Source: an optimization exercise on an open RTL-to-GDS flow (aim: small area, a short achievable clock period and few clock cycles per item). Production flows keep margins and buffers that such runs may drop.
The RTL was checked by simulation tests, not by an equivalence proof against the original design.
Power figures rest on the tool's default switching activity, not on a simulated workload.

// sort_pipe
module sort_pipe #(
  parameter int DATA_W   = 8,
  parameter int LOG_SIZE = 4,
  parameter int SIZE     = 2**LOG_SIZE,
  parameter int SIGNED   = 0
) (
  input  logic                       clk,
  input  logic                       rst,
  input  logic                       i_valid,
  output logic                       o_ready,
  input  logic                       i_desc,
  input  logic [DATA_W*SIZE-1:0]     i_din,
  output logic                       o_valid,
  input  logic                       i_ready,
  output logic                       o_desc,
  output logic [DATA_W*SIZE-1:0]     o_dout,
  output logic [LOG_SIZE*SIZE-1:0]   o_idx
);
==> module sort_pipe, before the edit <==
module sort_pipe #(
  parameter int DATA_W   = 8,
  parameter int LOG_SIZE = 4,
  parameter int SIZE     = 2**LOG_SIZE,
  parameter int SIGNED   = 0
) (
  input  logic                       clk,
  input  logic                       rst,
  input  logic                       i_valid,
  output logic                       o_ready,
  input  logic                       i_desc,
  input  logic [DATA_W*SIZE-1:0]     i_din,
  output logic                       o_valid,
  input  logic                       i_ready,
  output logic                       o_desc,
  output logic [DATA_W*SIZE-1:0]     o_dout,
  output logic [LOG_SIZE*SIZE-1:0]   o_idx
);
  localparam int KW = DATA_W*SIZE;
  localparam int IW = LOG_SIZE*SIZE;
  localparam int NP = SIZE*(SIZE-1)/2;
  function automatic int pidx(input int i, input int j);
    pidx = i*SIZE - i*(i+1)/2 + (j - i - 1);
  endfunction
  function automatic logic key_le(input logic [DATA_W-1:0] a, input logic [DATA_W-1:0] b);
    logic c;
    c = 1'b1;
    for (int i = 0; i < DATA_W; i++) c = (~a[i] & b[i]) | ((~a[i] | b[i]) & c);
    key_le = c;
  endfunction
  function automatic logic [1:0] fadd(input logic a, input logic b, input logic c);
    fadd = {(a & b) | (a & c) | (b & c), a ^ b ^ c};
  endfunction
  function automatic logic [9:0] pc_first(input logic [14:0] v);
    logic [4:0] s, c;
    for (int i = 0; i < 5; i++) {c[i], s[i]} = fadd(v[3*i], v[3*i+1], v[3*i+2]);
    pc_first = {c, s};
  endfunction
  function automatic logic [5:0] pc_rest(input logic [9:0] f);
    logic [4:0] s, c;
    logic [1:0] x, u, b0, m;
    {c, s} = f;
    x  = fadd(s[0], s[1], s[2]);                       
    u  = fadd(c[0], c[1], c[2]);
    b0 = fadd(x[0], s[3], s[4]);                       
    m  = fadd(u[0], c[3], c[4]);
    pc_rest = {u[1], m[1], x[1], b0[1], m[0], b0[0]};
  endfunction
  logic              w_ce;
  logic              r1_vld, r1_desc, r2_vld, r2_desc, r3_vld, r3_desc;
  logic              r3_vld_port;        
  logic [KW-1:0]     r1_key, r2_key, r3_key;
  logic [NP-1:0]     r1_c;                 
  logic [6*SIZE-1:0] r2_rank;
  logic [IW-1:0]     r3_idx;
  assign w_ce    = ~r3_vld | i_ready;
  assign o_ready = ~r3_vld_port | i_ready;
  logic [DATA_W-1:0] w_kx [SIZE];
  logic [NP-1:0]     w_c;
  logic [6*SIZE-1:0] w_rank;
  for (genvar i = 0; i < SIZE; i++) begin : g_kx
    logic [DATA_W-1:0] k;
    assign k = i_din[i*DATA_W +: DATA_W];
    assign w_kx[i] = (SIGNED != 0) ? {~k[DATA_W-1] ^ i_desc, k[DATA_W-2:0] ^ {(DATA_W-1){i_desc}}}
                                   : k ^ {DATA_W{i_desc}};
  end
  for (genvar i = 0; i < SIZE; i++) begin : g_ci
    for (genvar j = i + 1; j < SIZE; j++) begin : g_cj
      assign w_c[pidx(i, j)] = key_le(w_kx[i], w_kx[j]);
    end
  end
  for (genvar j = 0; j < SIZE; j++) begin : g_rank
    logic [SIZE-2:0] pre;
    for (genvar i = 0; i < SIZE; i++) begin : g_pre
      if (i < j) begin : g_lo
        assign pre[i] = r1_c[pidx(i, j)];
      end else if (i > j) begin : g_hi
        assign pre[i-1] = ~r1_c[pidx(j, i)];
      end
    end
    assign w_rank[j*6 +: 6] = pc_rest(pc_first(pre));
  end
  logic [SIZE-1:0] w_sel [SIZE];           
  logic [KW-1:0]   w_dout;
  logic [IW-1:0]   w_idx;
  for (genvar j = 0; j < SIZE; j++) begin : g_dec
    logic [1:0] w4;
    logic [2:0] w2;
    logic       b0;
    logic [3:0] t;                         
    logic [2:0] f;                         
    logic [7:0] h;                         
    assign {w4, w2, b0} = r2_rank[j*6 +: 6];
    assign t[0] = ~w2[0] & ~w2[1] & ~w2[2];
    assign t[1] = (w2 == 3'b001) | (w2 == 3'b010) | (w2 == 3'b100);
    assign t[2] = (w2 == 3'b011) | (w2 == 3'b101) | (w2 == 3'b110);
    assign t[3] = w2[0] & w2[1] & w2[2];
    assign f[0] = ~w4[0] & ~w4[1];
    assign f[1] = w4[0] ^ w4[1];
    assign f[2] = w4[0] & w4[1];
    assign h[0] = t[0] & f[0];
    assign h[1] = t[1] & f[0];
    assign h[2] = (t[2] & f[0]) | (t[0] & f[1]);
    assign h[3] = (t[3] & f[0]) | (t[1] & f[1]);
    assign h[4] = (t[2] & f[1]) | (t[0] & f[2]);
    assign h[5] = (t[3] & f[1]) | (t[1] & f[2]);
    assign h[6] = t[2] & f[2];
    assign h[7] = t[3] & f[2];
    for (genvar r = 0; r < SIZE; r++) begin : g_r
      assign w_sel[j][r] = h[r / 2] & (b0 == 1'(r % 2));
    end
  end
  for (genvar r = 0; r < SIZE; r++) begin : g_out
    logic [DATA_W-1:0]   k;
    logic [LOG_SIZE-1:0] x;
    always_comb begin
      k = '0;
      x = '0;
      for (int j = 0; j < SIZE; j++) begin
        if (w_sel[j][r]) begin
          k = k | r2_key[j*DATA_W +: DATA_W];
          x = x | LOG_SIZE'(j);
        end
      end
    end
    assign w_dout[r*DATA_W +: DATA_W]  = k;
    assign w_idx[r*LOG_SIZE +: LOG_SIZE] = x;
  end
  always_ff @(posedge clk) begin
    r3_vld_port <= ~rst & ((r2_vld & w_ce) | (r3_vld_port & ~i_ready));
  end
  always_ff @(posedge clk) begin
    if (rst) begin
      r1_vld <= 1'b0;
      r2_vld <= 1'b0;
      r3_vld <= 1'b0;
    end else if (w_ce) begin
      r1_vld <= i_valid;
      r2_vld <= r1_vld;
      r3_vld <= r2_vld;
    end
  end
  always_ff @(posedge clk) begin
    if (w_ce) begin
      r1_desc <= i_desc;
      r1_key  <= i_din;
      r1_c    <= w_c;
      r2_desc <= r1_desc;
      r2_key  <= r1_key;
      r2_rank <= w_rank;
      r3_desc <= r2_desc;
      r3_key  <= w_dout;
      r3_idx  <= w_idx;
    end
  end
  assign o_valid = r3_vld_port;
  assign o_desc  = r3_desc;
  assign o_dout  = r3_key;
  assign o_idx   = r3_idx;
endmodule
Settings: LEC_CHECK=0, ABC_AREA=1, CAP_MARGIN=20, CORE_MARGIN=2, CORE_UTILIZATION=25, PLACE_DENSITY=0.35, SETUP_SLACK_MARGIN=2.0, SLEW_MARGIN=20; clock period 4.5 ns.
standard.sh (not shown) runs the stock make flow with config.mk's settings and CLKGATE_MAP_FILE= SYNTH_SCRIPT=/design/flow/synth_recipe.tcl, a recipe that flattens the netlist after the stock synthesis.
==> flow/flow/run.sh <==
#!/bin/bash
# Layout flow: the standard flow (standard.sh), except that the buffers placed on the input
# and output ports are plain buffers (buf_1) rather than the placer's default choice. Every port
# still gets its own buffer. Each tool's output is kept in the ORFS logs under orfs/logs.
set -euo pipefail
bash standard.sh "BUFFER_PORTS_ARGS=-buffer_cell sky130_fd_sc_hd__buf_1" finish > flow_standard.log 2>&1
Testbench counts at the start, summed over its fixed seeds: cycles 3,224, items 3,200.
Change:
--- a/flow/design.v
+++ b/flow/design.v
@@ -49,5 +49,4 @@
   logic              w_ce;
   logic              r1_vld, r1_desc, r2_vld, r2_desc, r3_vld, r3_desc;
-  logic              r3_vld_port;        
   logic [KW-1:0]     r1_key, r2_key, r3_key;
   logic [NP-1:0]     r1_c;                 
@@ -55,5 +54,5 @@
   logic [IW-1:0]     r3_idx;
   assign w_ce    = ~r3_vld | i_ready;
-  assign o_ready = ~r3_vld_port | i_ready;
+  assign o_ready = w_ce;
   logic [DATA_W-1:0] w_kx [SIZE];
   logic [NP-1:0]     w_c;
@@ -128,7 +127,4 @@
   end
   always_ff @(posedge clk) begin
-    r3_vld_port <= ~rst & ((r2_vld & w_ce) | (r3_vld_port & ~i_ready));
-  end
-  always_ff @(posedge clk) begin
     if (rst) begin
       r1_vld <= 1'b0;
@@ -154,5 +150,5 @@
     end
   end
-  assign o_valid = r3_vld_port;
+  assign o_valid = r3_vld;
   assign o_desc  = r3_desc;
   assign o_dout  = r3_key;
After rerunning: The new run finished with timing, DRC and antenna clean. Global-route usage went up by 0.70 points. Worst hold slack degrades by 0.037 ns. Power went up by about 3.6%. Count of clock-buffer cells in the layout went up by 1. Register-to-register slack degrades by 0.03 ns. Combinational power went up by about 4%. Synthesized area is about the same.
Testbench counts after the change, summed over its fixed seeds: cycles 3,224, items 3,200.

-- afterwards: timing with drivers on the ports --
The results above use ideal ports. As a check the final layouts listed here were re-extracted and re-timed, cells and wires unchanged.
Step 1 assumes that a clkbuf_16 drives the clock port and a buf_2 every other input.
Step 2, shift: input delay + t, output delay - t, t = (earliest + latest rising clock arrival at the registers) / 2. This alone moves slack from input paths to output paths.
Three values: ideal, step 1, step 2; two values: the first two.
run | t, ns | setup slack, ns | worst setup path at the end | slew at the worst register clock pin (ns) | worst data-port slew with drivers (ns)
the first run | 0.828 | 1.860 / 1.860 / 1.181 | input to register | 0.07 / 0.07 | 0.08
the second run | 0.853 | 1.832 / 1.804 / 1.197 | input to register | 0.07 / 0.07 | 0.12
After both steps setup and hold are still met in every run listed. The setup slack of the first run, which loses most, moves by 0.000 ns with the drivers and by -0.679 ns with both steps.
